What follows belongs to an exercise in optimizing a design on an open flow for small area; a production flow would make more cautious choices.
Where RTL was checked, it was by simulation tests only, not by an equivalence proof against the original.

## run A
## sprite_compositor
module sprite_compositor #(
  parameter int unsigned         NUM_OBJ  = 4,
  parameter int unsigned         COORD_W  = 10,
  parameter int unsigned         COLOR_W  = 24,
  parameter logic [COLOR_W-1:0]  BG_COLOR = '0
) (
  input  logic                         clk_i,
  input  logic                         reset_i,
  input  logic [COORD_W-1:0]           pixel_x_i,
  input  logic [COORD_W-1:0]           pixel_y_i,
  input  logic                         display_enable_i,
  input  logic                         frame_start_i,
  input  logic                         color_mode_i,
  input  logic [NUM_OBJ*COORD_W-1:0]   obj_x_i,
  input  logic [NUM_OBJ*COORD_W-1:0]   obj_y_i,
  input  logic [NUM_OBJ*COORD_W-1:0]   obj_w_i,
  input  logic [NUM_OBJ*COORD_W-1:0]   obj_h_i,
  input  logic [NUM_OBJ-1:0]           obj_circle_i,
  input  logic [NUM_OBJ*COLOR_W-1:0]   obj_color_i,
  input  logic [NUM_OBJ-1:0]           obj_en_i,
  output logic [COLOR_W-1:0]           rgb_o,
  output logic                         rgb_valid_o,
  output logic [NUM_OBJ-1:0]           hit_o,
  output logic [NUM_OBJ-1:0]           overlap_flags_o
);
For scale: roughly 370 flip-flops, about 33000 um2 of cells after synthesis.
clock: 9.0 ns
lec_check: 0
cap_margin: 20
core_margin: 2
core_utilization: 65
cts_cluster_diameter: 100
cts_cluster_size: 24
gpl_timing_driven: 0
place_density: 0.75
setup_slack_margin: 0.1
slew_margin: 20
synth_hierarchical: 1
synth_minimum_keep_size: 0
standard.sh (not shown) runs the stock make flow with config.mk's settings and CLKGATE_MAP_FILE= SYNTH_SCRIPT=/design/flow/synth_recipe.tcl, a recipe that flattens the netlist after the stock synthesis.
==> flow/flow/run.sh <==
#!/bin/bash
# The standard layout, with plain buf_1 cells as the port buffers
# (instead of the default choice, clkdlybuf4s50_1).
set -euo pipefail
export BUFFER_PORTS_ARGS="-buffer_cell sky130_fd_sc_hd__buf_1"
bash standard.sh > standard.log 2>&1
Input-level comparison between run B and run A:
Settings: CTS_CLUSTER_DIAMETER changed from 100 to 80; CTS_CLUSTER_SIZE changed from 24 to 30.
Results
Summary of run B over run A: design area comparable.
What run C does differently from run B at the input level:
Settings: CTS_CLUSTER_SIZE no longer set, was 30; CTS_CLUSTER_DIAMETER no longer set, was 80; SETUP_SLACK_MARGIN no longer set, was 0.1.
Per the comparison of run C with run B, critical path depth -1; post-route cell area +700 um2; worst hold slack -0.0040 ns.

## orange
sprite_compositor, a different RTL version from the one above (not shown whole).
Size: roughly 2700 cells after synthesis, ~370 flip-flops, ~320 I/O pins, about 0.033 mm2 of cells after synthesis.
Settings: LEC_CHECK=0, CAP_MARGIN=20, CORE_MARGIN=2, CORE_UTILIZATION=65, GPL_TIMING_DRIVEN=0, PLACE_DENSITY=0.75, SLEW_MARGIN=20, SYNTH_HIERARCHICAL=1, SYNTH_MINIMUM_KEEP_SIZE=0; clock period 9.0 ns.
Scripts as last shown in full above: flow/flow/run.sh
No crash in orange: every stage finished, but the layout fails its final checks due to setup timing.
### orange -> red
- an added SETUP_SLACK_MARGIN of 0.1
[summary]
From the logs: red reached the end of the flow and failed the layout checks with setup timing. Although it ran to completion, orange produced a layout that fails the final checks because of setup timing. Looking at placed wire-length estimate across orange and red, the one that comes out higher is red. red — post-layout worst setup margin 45 ps higher, orange as reference. The number of fill cells in the layout of red is lower than that of orange. Comparing relative slew slack for orange and red, the bigger number came from red. In the reports for orange and red, the larger relative area change from synthesis to final layout belongs to red. When red is set beside orange, its clock latency of the later-clocked register in the worst-skew pair turns out to be 20 ps larger. The final-layout clock buffer total in red is 1.2 times that in orange.
No functional check of the RTL was part of any run of this note.

## run 1
Another version of the RTL of sprite_compositor (not shown whole).
Size: about 2700 cells after synthesis.
==> flow/config.mk <==
export PLATFORM = sky130hd
export DESIGN_NAME = sprite_compositor
export DESIGN_NICKNAME = sprite_compositor
export VERILOG_FILES = /design/flow/design.v
export SDC_FILE = /design/flow/constraint.sdc
export NUM_CORES = 4
export LEC_CHECK = 0
export CAP_MARGIN = 20
export CORE_MARGIN = 2
export CORE_UTILIZATION = 65
export CTS_CLUSTER_DIAMETER = 100
export CTS_CLUSTER_SIZE = 24
export GPL_TIMING_DRIVEN = 0
export PLACE_DENSITY = 0.75
export SLEW_MARGIN = 20
export SYNTH_HIERARCHICAL = 1
export SYNTH_MINIMUM_KEEP_SIZE = 0
==> flow/constraint.sdc <==
create_clock -name core_clock -period 9.0 [get_ports {clk_i}]
set_input_delay 1.8000 -clock core_clock [delete_from_list [all_inputs] [get_ports {clk_i}]]
set_output_delay 1.8000 -clock core_clock [all_outputs]
set_load 0.01 [all_outputs]
Scripts as last shown in full above: flow/flow/run.sh
Run 1 reached the end of the flow, and the finished layout is clean on the timing, design-rule and antenna checks.
The inputs of run 2 differ from those of run 1 as listed below.
- CTS_BUF_LIST now sky130_fd_sc_hd__clkbuf_4, previously not set
- CTS_CLUSTER_SIZE now 10, was 24
- CTS_CLUSTER_DIAMETER now 40, was 100
- SETUP_SLACK_MARGIN now 0.1, previously not set
==> run notes <==
Run 2 | stages: all done | timing, DRC, antenna: all pass
Run 1 → run 2: via count of the first global-routing pass went up, cell area went up, hold slack went down.
#### Input delta (run 3 over run 2)
- clearing CTS_BUF_LIST, which used to be sky130_fd_sc_hd__clkbuf_4
- swapping 65 for 85 in CORE_UTILIZATION
- swapping 10 for 24 in CTS_CLUSTER_SIZE
- swapping 40 for 100 in CTS_CLUSTER_DIAMETER
- swapping 0.75 for 0.92 in PLACE_DENSITY
Notes after the runs:
Status(run 3) = ERROR, stage = global routing. Weighted congestion reported at the end of routability-driven placement on run 3 is up relative to run 2. Going from run 2 to run 3, post-placement cell count shows a reduction of 190; CTS buffer count shows a reduction of about 60%; area of placed instances -0.65%; die boundary width shows a reduction of 28 um; post-CTS repair timing setup buffer count picked up an extra 2. Row worst setup slack after placement: run 3 higher / run 2 lower. Run 3 vs. run 2: post-synthesis simple-gate area fraction stayed essentially flat; quantity of gates resized following cts rose by 23; number of rows in the core area lower; area of the mapped netlist now sits at about the same level.
Input changes introduced in run 4 (baseline for comparison: run 3):
- CTS_CLUSTER_DIAMETER now 80, was 100
- CORE_UTILIZATION now 75, was 85
- PLACE_DENSITY now 0.82, was 0.92
- CTS_CLUSTER_SIZE now 30, was 24
Results
- Comparing run 3 against run 4, there is no change at all in clock net sink count.
- Changes observed in run 4 relative to run 3: number of setup buffers added after CTS now sits lower; count of instances resized after the clock tree is built saw a decrease; multiplexer area fraction after synthesis roughly the same.
- The synthesized cell count was comparable across run 3 and run 4.
- Pre-CTS setup slack up 0.15 ns in run 4 wrt run 3
- Of run 3 and run 4, only run 4 finishes the flow clean.
- Run 3: GRT-0116 in global routing -> run aborted
- Compare run 3 and run 4 | estimated wirelength of the detail-placed design higher: run 3
### run 4 -> run 5
- CORE_UTILIZATION changed from 75 to 65
- CTS_CLUSTER_SIZE changed from 30 to 24
- PLACE_DENSITY changed from 0.82 to 0.75
- CTS_CLUSTER_DIAMETER changed from 80 to 100
[summary]
Going from run 4 to run 5, total global-route track usage -6.1 points; cell area up 0.34%; number of cells produced by synthesis neither gained nor lost much; buffer share of cell area has remained practically unchanged.
Looking at hold slack across both flows, run 5 is the weaker of the two, with run 4 ahead.
Comparing run 4 and run 5, the higher clock-pin slew on the worst setup and hold paths was measured on run 4.
On upper clock frequency limit, run 4 and run 5 are neck and neck.
Run 4 → run 5: via count has decreased, routed length per placed instance moved down.

build 42:
Starting RTL as in the previous note.
==> flow/config.mk <==
export PLATFORM = sky130hd
export DESIGN_NAME = sprite_compositor
export DESIGN_NICKNAME = sprite_compositor
export VERILOG_FILES = /design/flow/design.v
export SDC_FILE = /design/flow/constraint.sdc
export NUM_CORES = 4
export LEC_CHECK = 0
export CAP_MARGIN = 20
export CORE_MARGIN = 2
export CORE_UTILIZATION = 75
export CTS_CLUSTER_DIAMETER = 100
export CTS_CLUSTER_SIZE = 24
export GPL_TIMING_DRIVEN = 0
export PLACE_DENSITY = 0.82
export SETUP_SLACK_MARGIN = 0.1
export SLEW_MARGIN = 20
export SYNTH_HIERARCHICAL = 1
export SYNTH_MINIMUM_KEEP_SIZE = 0
==> flow/constraint.sdc <==
create_clock -name core_clock -period 9.0 [get_ports {clk_i}]
set_input_delay 1.8000 -clock core_clock [delete_from_list [all_inputs] [get_ports {clk_i}]]
set_output_delay 1.8000 -clock core_clock [all_outputs]
set_load 0.01 [all_outputs]
Scripts as last shown in full above: flow/flow/run.sh
Setup changes, build 42 to build 67
Settings: swapping 0.82 for 0.75 in PLACE_DENSITY; swapping 75 for 65 in CORE_UTILIZATION; putting CTS_BUF_LIST at sky130_fd_sc_hd__clkbuf_8 where nothing was set; swapping 100 for 60 in CTS_CLUSTER_DIAMETER; swapping 24 for 16 in CTS_CLUSTER_SIZE.
==> run notes <==
- Build 67 went all the way through synthesis, placement and routing and the layout is clean on timing, DRC and antenna.
- Build 42 → build 67: placed wire-length estimate has decreased, setup slack has increased, routed wire length has decreased, total standard cell area after synthesis has remained practically unchanged, worst stage delay on the critical path has decreased.
- Lower routed length on met1 goes to build 67 over build 42.
- Diff build 42 and build 67: number of antenna violations at the first check in global routing higher in build 42
- Comparing build 67 with build 42, the non-clock buffer instance count of the final layout came out essentially unchanged.
- [build 67] global routing met3 resource utilization fell 2.8 points relative to build 42
#### Input delta (build 53 over build 67)
Settings: changing CTS_CLUSTER_DIAMETER from 60 to 70; changing CTS_BUF_LIST from sky130_fd_sc_hd__clkbuf_8 to sky130_fd_sc_hd__clkbuf_8 sky130_fd_sc_hd__clkbuf_16; changing CTS_CLUSTER_SIZE from 16 to 20.
Results
Between build 53 and build 67, it is build 53 whose worst setup slack is lower, by 0.15 ns. Build 67 vs build 53, standard cell with the maximum stage delay on the critical path: sky130_fd_sc_hd__xor2_1 vs sky130_fd_sc_hd__a222oi_1. Build 53 -> build 67: non-clock buffer area fraction after layout flat. From build 67 to build 53 the numbers moved as follows: worst-case clock skew shows a reduction of 0.038 ns. Build 67: no failed stages, no open violations at the end. Build 53 | stages: all done | timing, DRC, antenna: all pass.
Input changes introduced in build 72 (baseline for comparison: build 53):
Settings: CTS_CLUSTER_SIZE: 20 -> 24; CTS_BUF_LIST: sky130_fd_sc_hd__clkbuf_8 sky130_fd_sc_hd__clkbuf_16 -> unset; GPL_TIMING_DRIVEN: 0 -> 1; CTS_CLUSTER_DIAMETER: 70 -> 100.
Results
Sequential share of layout area: build 53 vs build 72, no meaningful difference
From build 53 to build 72 the numbers moved as follows: register-to-register slack increased by 0.22 ns relative to the old numbers, design area decreased by 120 um^2 relative to the old numbers.
Build 72 against build 53: maximum cell stage delay along the critical path went down 0.05 ns.

port drivers added, routing unchanged:
Ports are ideal in the flow. The routed layouts listed here were re-timed in OpenROAD.
Step 1, drivers: a clkbuf_16 drives clk_i and a buf_2 each remaining input, both assumed.
Step 2 times the ports against the registers' clock, not the clock port: input delays grow and output delays shrink by t, the midpoint of the rising clock arrivals with the driver on.
a / b / c = ideal / step 1 / step 2; a / b = the first two.
run | t (ns) | setup slack, ns | hold slack, ns | worst setup path at the end | latest minus earliest clock arrival (ns)
run A | 0.635 | 0.313 / 0.351 / -0.284 | 0.326 / 0.326 / 0.326 | input to register | 0.054 / 0.055
run B | 0.637 | 0.332 / 0.369 / -0.268 | 0.329 / 0.329 / 0.329 | input to register | 0.089 / 0.090
run C | 0.649 | 0.195 / 0.232 / -0.416 | 0.325 / 0.325 / 0.325 | input to register | 0.032 / 0.031
orange | 0.623 | -0.078 / -0.051 / -0.674 | 0.322 / 0.322 / 0.322 | input to register | 0.026 / 0.026
red | 0.649 | -0.033 / -0.011 / -0.660 | 0.322 / 0.322 / 0.322 | input to register | 0.034 / 0.035
run 1 | 0.617 | 0.105 / 0.138 / -0.479 | 0.321 / 0.321 / 0.321 | input to register | 0.021 / 0.022
run 2 | 0.880 | 0.231 / 0.259 / -0.621 | 0.305 / 0.305 / 0.305 | input to register | 0.066 / 0.066
run 4 | 0.648 | 0.149 / 0.187 / -0.461 | 0.326 / 0.326 / 0.326 | input to register | 0.058 / 0.058
run 5 | 0.615 | 0.172 / 0.204 / -0.411 | 0.321 / 0.321 / 0.321 | input to register | 0.021 / 0.021
build 42 | 0.648 | 0.151 / 0.189 / -0.459 | 0.322 / 0.322 / 0.322 | input to register | 0.027 / 0.026
build 67 | 0.664 | 0.310 / 0.341 / -0.323 | 0.320 / 0.320 / 0.320 | input to register | 0.058 / 0.057
build 53 | 0.655 | 0.163 / 0.194 / -0.461 | 0.320 / 0.320 / 0.320 | input to register | 0.021 / 0.021
build 72 | 0.627 | 0.504 / 0.533 / -0.093 | 0.323 / 0.323 / 0.323 | input to register | 0.037 / 0.037
Met with ideal ports but missed after step 2: setup timing in 11 of these runs. For run 2, which loses most, drivers alone change the setup slack by +0.028 ns; drivers and shift together by -0.852 ns.
